What follows belongs to an exercise in optimizing a design on an open flow for small area, a short achievable clock period and few clock cycles; a production flow would make more cautious choices. At most, simulation tests tie the RTL to the original design; equivalence was not proved.

## bicubic_column
module bicubic_column (
    input  wire                           CLK,
    input  wire                           RST,
    input  wire [scaler_pkg::ROW_W-1:0]   v0_i,
    input  wire [scaler_pkg::ROW_W-1:0]   h0_i,
    input  wire [scaler_pkg::SPAN_W-1:0]  sh_i,
    input  wire [scaler_pkg::SPAN_W-1:0]  th_i,
    output logic [scaler_pkg::ADDR_W-1:0] rom_addr_o,
    input  wire cubic_pkg::pixel_t        rom_data_i,
    output logic                          sram_cen_o,
    output logic                          sram_wen_o,
    output logic [scaler_pkg::ADDR_W-1:0] sram_addr_o,
    output cubic_pkg::pixel_t             sram_wdata_o,
    input  wire cubic_pkg::pixel_t        sram_rdata_i,
    output logic                          done_o
);
    logic        w0;               
    logic [5:0]  dd_q;             
    logic [5:0]  sm1_q;            
    logic        w0_q;
    logic [7:0]  q_tab, q_row;     
    logic [5:0]  r_tab, r_row;     
    logic [2:0]  cnt_q;            
    logic        div_ok;
    logic        r0w_q;            
    logic [13:0] addr_q;           
    logic        rv_q;             
    logic [7:0]  win [4];          
    logic [7:0]  wn [4];           
    logic        fetch;
    logic        ph_q;             
    logic        issue;
    logic [5:0]  ji_q;             
    logic        last;             
  ...
clock: 11.0 ns
lec_check: 0
cap_margin: 20
core_margin: 2
core_utilization: 65
cts_buf_list: sky130_fd_sc_hd__clkbuf_4
setup_slack_margin: 5.0
slew_margin: 20
run.sh (not shown) runs the stock make flow with config.mk's settings and CLKGATE_MAP_FILE= SYNTH_SCRIPT=/design/flow/synth_recipe.tcl, a recipe that flattens the netlist after the stock synthesis.
The first run finished clean.
==> next run, changes <==
ABC_CLOCK_PERIOD_IN_PS = 3500   (was unset)
After rerunning:
- via count is unchanged
- clock skew is unchanged
- final cell count does not change
- worst setup slack stays the same
- utilization does not change
- critical path depth does not change
- final area stays the same
- worst hold slack does not change
- maximum frequency is unchanged
Function was not checked in any run of this note: the RTL went through the layout flow alone.

* * *

Setup of nickel:
bicubic_column, a different RTL version from the one above (not shown whole).
Size in the first run: about 2,900 cells after synthesis, about 83 I/O pins.
==> flow/config.mk <==
export PLATFORM = sky130hd
export DESIGN_NAME = bicubic_column
export DESIGN_NICKNAME = bicubic_column
export VERILOG_FILES = /design/flow/design.v
export SDC_FILE = /design/flow/constraint.sdc
export NUM_CORES = 4
export LEC_CHECK = 0
export ABC_CLOCK_PERIOD_IN_PS = 3500
export CAP_MARGIN = 20
export CORE_MARGIN = 2
export CORE_UTILIZATION = 65
export CTS_BUF_LIST = sky130_fd_sc_hd__clkbuf_4
export GPL_TIMING_DRIVEN = 1
export SETUP_SLACK_MARGIN = 5.0
export SLEW_MARGIN = 20
==> flow/constraint.sdc <==
create_clock -name core_clock -period 11.0 [get_ports {CLK}]
set_input_delay 2.2000 -clock core_clock [delete_from_list [all_inputs] [get_ports {CLK}]]
set_output_delay 2.2000 -clock core_clock [all_outputs]
set_load 0.01 [all_outputs]
standard.sh (not shown) runs the stock make flow with config.mk's settings and CLKGATE_MAP_FILE= SYNTH_SCRIPT=/design/flow/synth_recipe.tcl, a recipe that flattens the netlist after the stock synthesis.
==> flow/flow/run.sh <==
#!/bin/bash
set -euo pipefail
export BUFFER_PORTS_ARGS="-buffer_cell sky130_fd_sc_hd__buf_1"
export CTS_ARGS="-sink_clustering_enable -repair_clock_nets -dont_use_dummy_load -buf_list sky130_fd_sc_hd__clkbuf_8 -sink_clustering_size 16 -sink_clustering_max_diameter 50"
bash standard.sh > standard.log 2>&1
Testbench counts of nickel, summed over its fixed seeds: cycles 4,462.
Input-level comparison between yarrow and nickel:
--- a/flow/flow/run.sh
+++ b/flow/flow/run.sh
@@ -1,4 +1,5 @@
 #!/bin/bash
 set -euo pipefail
+export SETUP_SLACK_MARGIN=5.3
 export BUFFER_PORTS_ARGS="-buffer_cell sky130_fd_sc_hd__buf_1"
 export CTS_ARGS="-sink_clustering_enable -repair_clock_nets -dont_use_dummy_load -buf_list sky130_fd_sc_hd__clkbuf_8 -sink_clustering_size 16 -sink_clustering_max_diameter 50"
--- a/flow/config.mk
+++ b/flow/config.mk
@@ -9,7 +9,5 @@
 export CAP_MARGIN = 20
 export CORE_MARGIN = 2
-export CORE_UTILIZATION = 65
+export CORE_UTILIZATION = 55
 export CTS_BUF_LIST = sky130_fd_sc_hd__clkbuf_4
-export GPL_TIMING_DRIVEN = 1
-export SETUP_SLACK_MARGIN = 5.0
 export SLEW_MARGIN = 20
Results
Comparing yarrow and nickel, share of the clock period used by the worst path after layout is higher on nickel.
Side by side, flip-flop and latch share of the layout cell area turned out lower in yarrow than in nickel.
The floorplan die height in nickel is 0.921 times that in yarrow.
Die area: lower on nickel
Global-route usage ends up lower on yarrow.
[compare] base=nickel new=yarrow: layout overhead on the synthesized area higher; clock buffer and inverter area fraction after layout higher; sequential cell count roughly the same.
Worst hold margin delta (yarrow -> nickel): insignificant
[compare] base=nickel new=yarrow: placeable core area has increased; fmax went up 5.0 MHz.
The inputs of juniper differ from those of yarrow as listed below.
==> flow/flow/run.sh <==
#!/bin/bash
set -euo pipefail
export SETUP_SLACK_MARGIN=5.4
export BUFFER_PORTS_ARGS="-buffer_cell sky130_fd_sc_hd__buf_1"
export CTS_ARGS="-sink_clustering_enable -repair_clock_nets -dont_use_dummy_load -buf_list sky130_fd_sc_hd__clkbuf_8 -sink_clustering_size 16 -sink_clustering_max_diameter 50"
bash standard.sh > standard.log 2>&1
--- a/flow/config.mk
+++ b/flow/config.mk
@@ -9,5 +9,5 @@
 export CAP_MARGIN = 20
 export CORE_MARGIN = 2
-export CORE_UTILIZATION = 55
+export CORE_UTILIZATION = 65
 export CTS_BUF_LIST = sky130_fd_sc_hd__clkbuf_4
 export SLEW_MARGIN = 20
--- outcome ---
- Diff yarrow -> juniper: setup slack now sits higher.
- When juniper is measured against yarrow, its filler-free cell count of the finished design turns out 1.8% lower.
The following lists how amber was set up differently from juniper:
==> flow/flow/run.sh <==
#!/bin/bash
set -euo pipefail
export SETUP_SLACK_MARGIN=4.8
export BUFFER_PORTS_ARGS="-buffer_cell sky130_fd_sc_hd__buf_1"
export CTS_ARGS="-sink_clustering_enable -repair_clock_nets -dont_use_dummy_load -buf_list sky130_fd_sc_hd__clkbuf_8 -sink_clustering_size 16 -sink_clustering_max_diameter 50"
bash standard.sh > standard.log 2>&1
[summary]
Flip-flop and latch count came out exactly the same in amber and juniper. juniper -> amber: count of flip-flops with a built-in enable after synthesis delta 0, exact match. A termination of the worst setup path of u_eng.h_q[24] is what amber shows, while u_eng.h_q[23] belongs to juniper. Required time at the worst-slack endpoint in amber is 60 ps higher than in juniper. Global-route usage sits lower in amber than in juniper.
What harbor does differently from amber at the input level:
==> flow/flow/run.sh <==
#!/bin/bash
set -euo pipefail
export SETUP_SLACK_MARGIN=5.3
export BUFFER_PORTS_ARGS="-buffer_cell sky130_fd_sc_hd__buf_1"
export CTS_ARGS="-sink_clustering_enable -repair_clock_nets -dont_use_dummy_load -buf_list sky130_fd_sc_hd__clkbuf_8 -sink_clustering_size 16 -sink_clustering_max_diameter 50"
bash standard.sh > standard.log 2>&1
--- a/flow/config.mk
+++ b/flow/config.mk
@@ -9,5 +9,5 @@
 export CAP_MARGIN = 20
 export CORE_MARGIN = 2
-export CORE_UTILIZATION = 65
+export CORE_UTILIZATION = 60
 export CTS_BUF_LIST = sky130_fd_sc_hd__clkbuf_4
 export SLEW_MARGIN = 20
### Flow results
- harbor ran to completion and came out clean on the timing, DRC and antenna checks.
- Compared with amber, in harbor fraction of area in registers saw a decrease, maximum operating frequency higher.
- Area enclosed by the die boundary (lower): amber
- Looking at count of vias placed by the detailed router across both flows, harbor is the weaker of the two, with amber ahead.
- amber leaves less setup margin than harbor.
- Clock transition at the registers of the reported paths of amber is on par with harbor.
- harbor ends up with a post-route fraction of the period consumed by the critical path that is 2.4 points lower than in amber.
- Clock period minus worst slack delta for harbor relative to amber: 270 ps lower
> inputs changed (harbor -> violet)
--- a/flow/config.mk
+++ b/flow/config.mk
@@ -9,5 +9,5 @@
 export CAP_MARGIN = 20
 export CORE_MARGIN = 2
-export CORE_UTILIZATION = 60
+export CORE_UTILIZATION = 65
 export CTS_BUF_LIST = sky130_fd_sc_hd__clkbuf_4
 export SLEW_MARGIN = 20
Notes after the runs:
- Summary: with harbor as the reference, non-clock buffer count in violet moved up by a few percent.
- Across both runs, placement-stage cell area was lower for violet than for harbor.
- When violet is set beside harbor, its insertion delay to the later sink of the worst-skew pair turns out to be 70 ps larger.
- violet against harbor: detailed route wirelength on metal3 picked up an extra 28%, time the worst path needs with I/O delays and setup lost 28 ps, slack of the critical path picked up an extra 28 ps, count of non-filler cells in the finished layout lost about 1.6%.
- Die area of violet falls short of that of harbor by a little under 10%.
- harbor has higher global-route wire length before repair than violet.
- Proportion of cell area occupied by multi-input gates delta (harbor -> violet): insignificant

## separate check: timing with driven ports
How much do the figures lean on ideal ports? The routed layouts below were timed once more, with nothing changed but the port constraints.
Step 1 sets driving cells, clkbuf_16 on the clock port and buf_2 on the other inputs (assumed; they add their load-dependent delay and slew).
Step 2 moves the port delays by t, midway between the first and last clock arrival at a register: inputs arrive t later, outputs are due t later. That takes back most of the time a late clock gives input paths.
Three values: ideal ports, drivers, drivers and shift; two values: the first two.
| run | shift t [ns] | setup slack, ns | worst setup path at the end | pins driven straight from the clock port |
|---|---|---|---|---|
| the first run of note 1 | 0.776 | 5.183 / 5.129 / 4.665 | input to register | 1 |
| the second run of note 1 | 0.776 | 5.183 / 5.129 / 4.665 | input to register | 1 |
| nickel | 0.645 | 5.261 / 5.261 / 4.959 | input to register | 1 |
| yarrow | 0.609 | 5.420 / 5.420 / 5.027 | input to register | 1 |
| juniper | 0.587 | 5.465 / 5.465 / 5.064 | input to register | 1 |
| amber | 0.647 | 5.143 / 5.143 / 4.957 | input to register | 1 |
| harbor | 0.588 | 5.410 / 5.410 / 4.967 | input to register | 1 |
| violet | 0.645 | 5.438 / 5.438 / 5.059 | input to register | 1 |
After both steps every run listed still meets setup and hold.
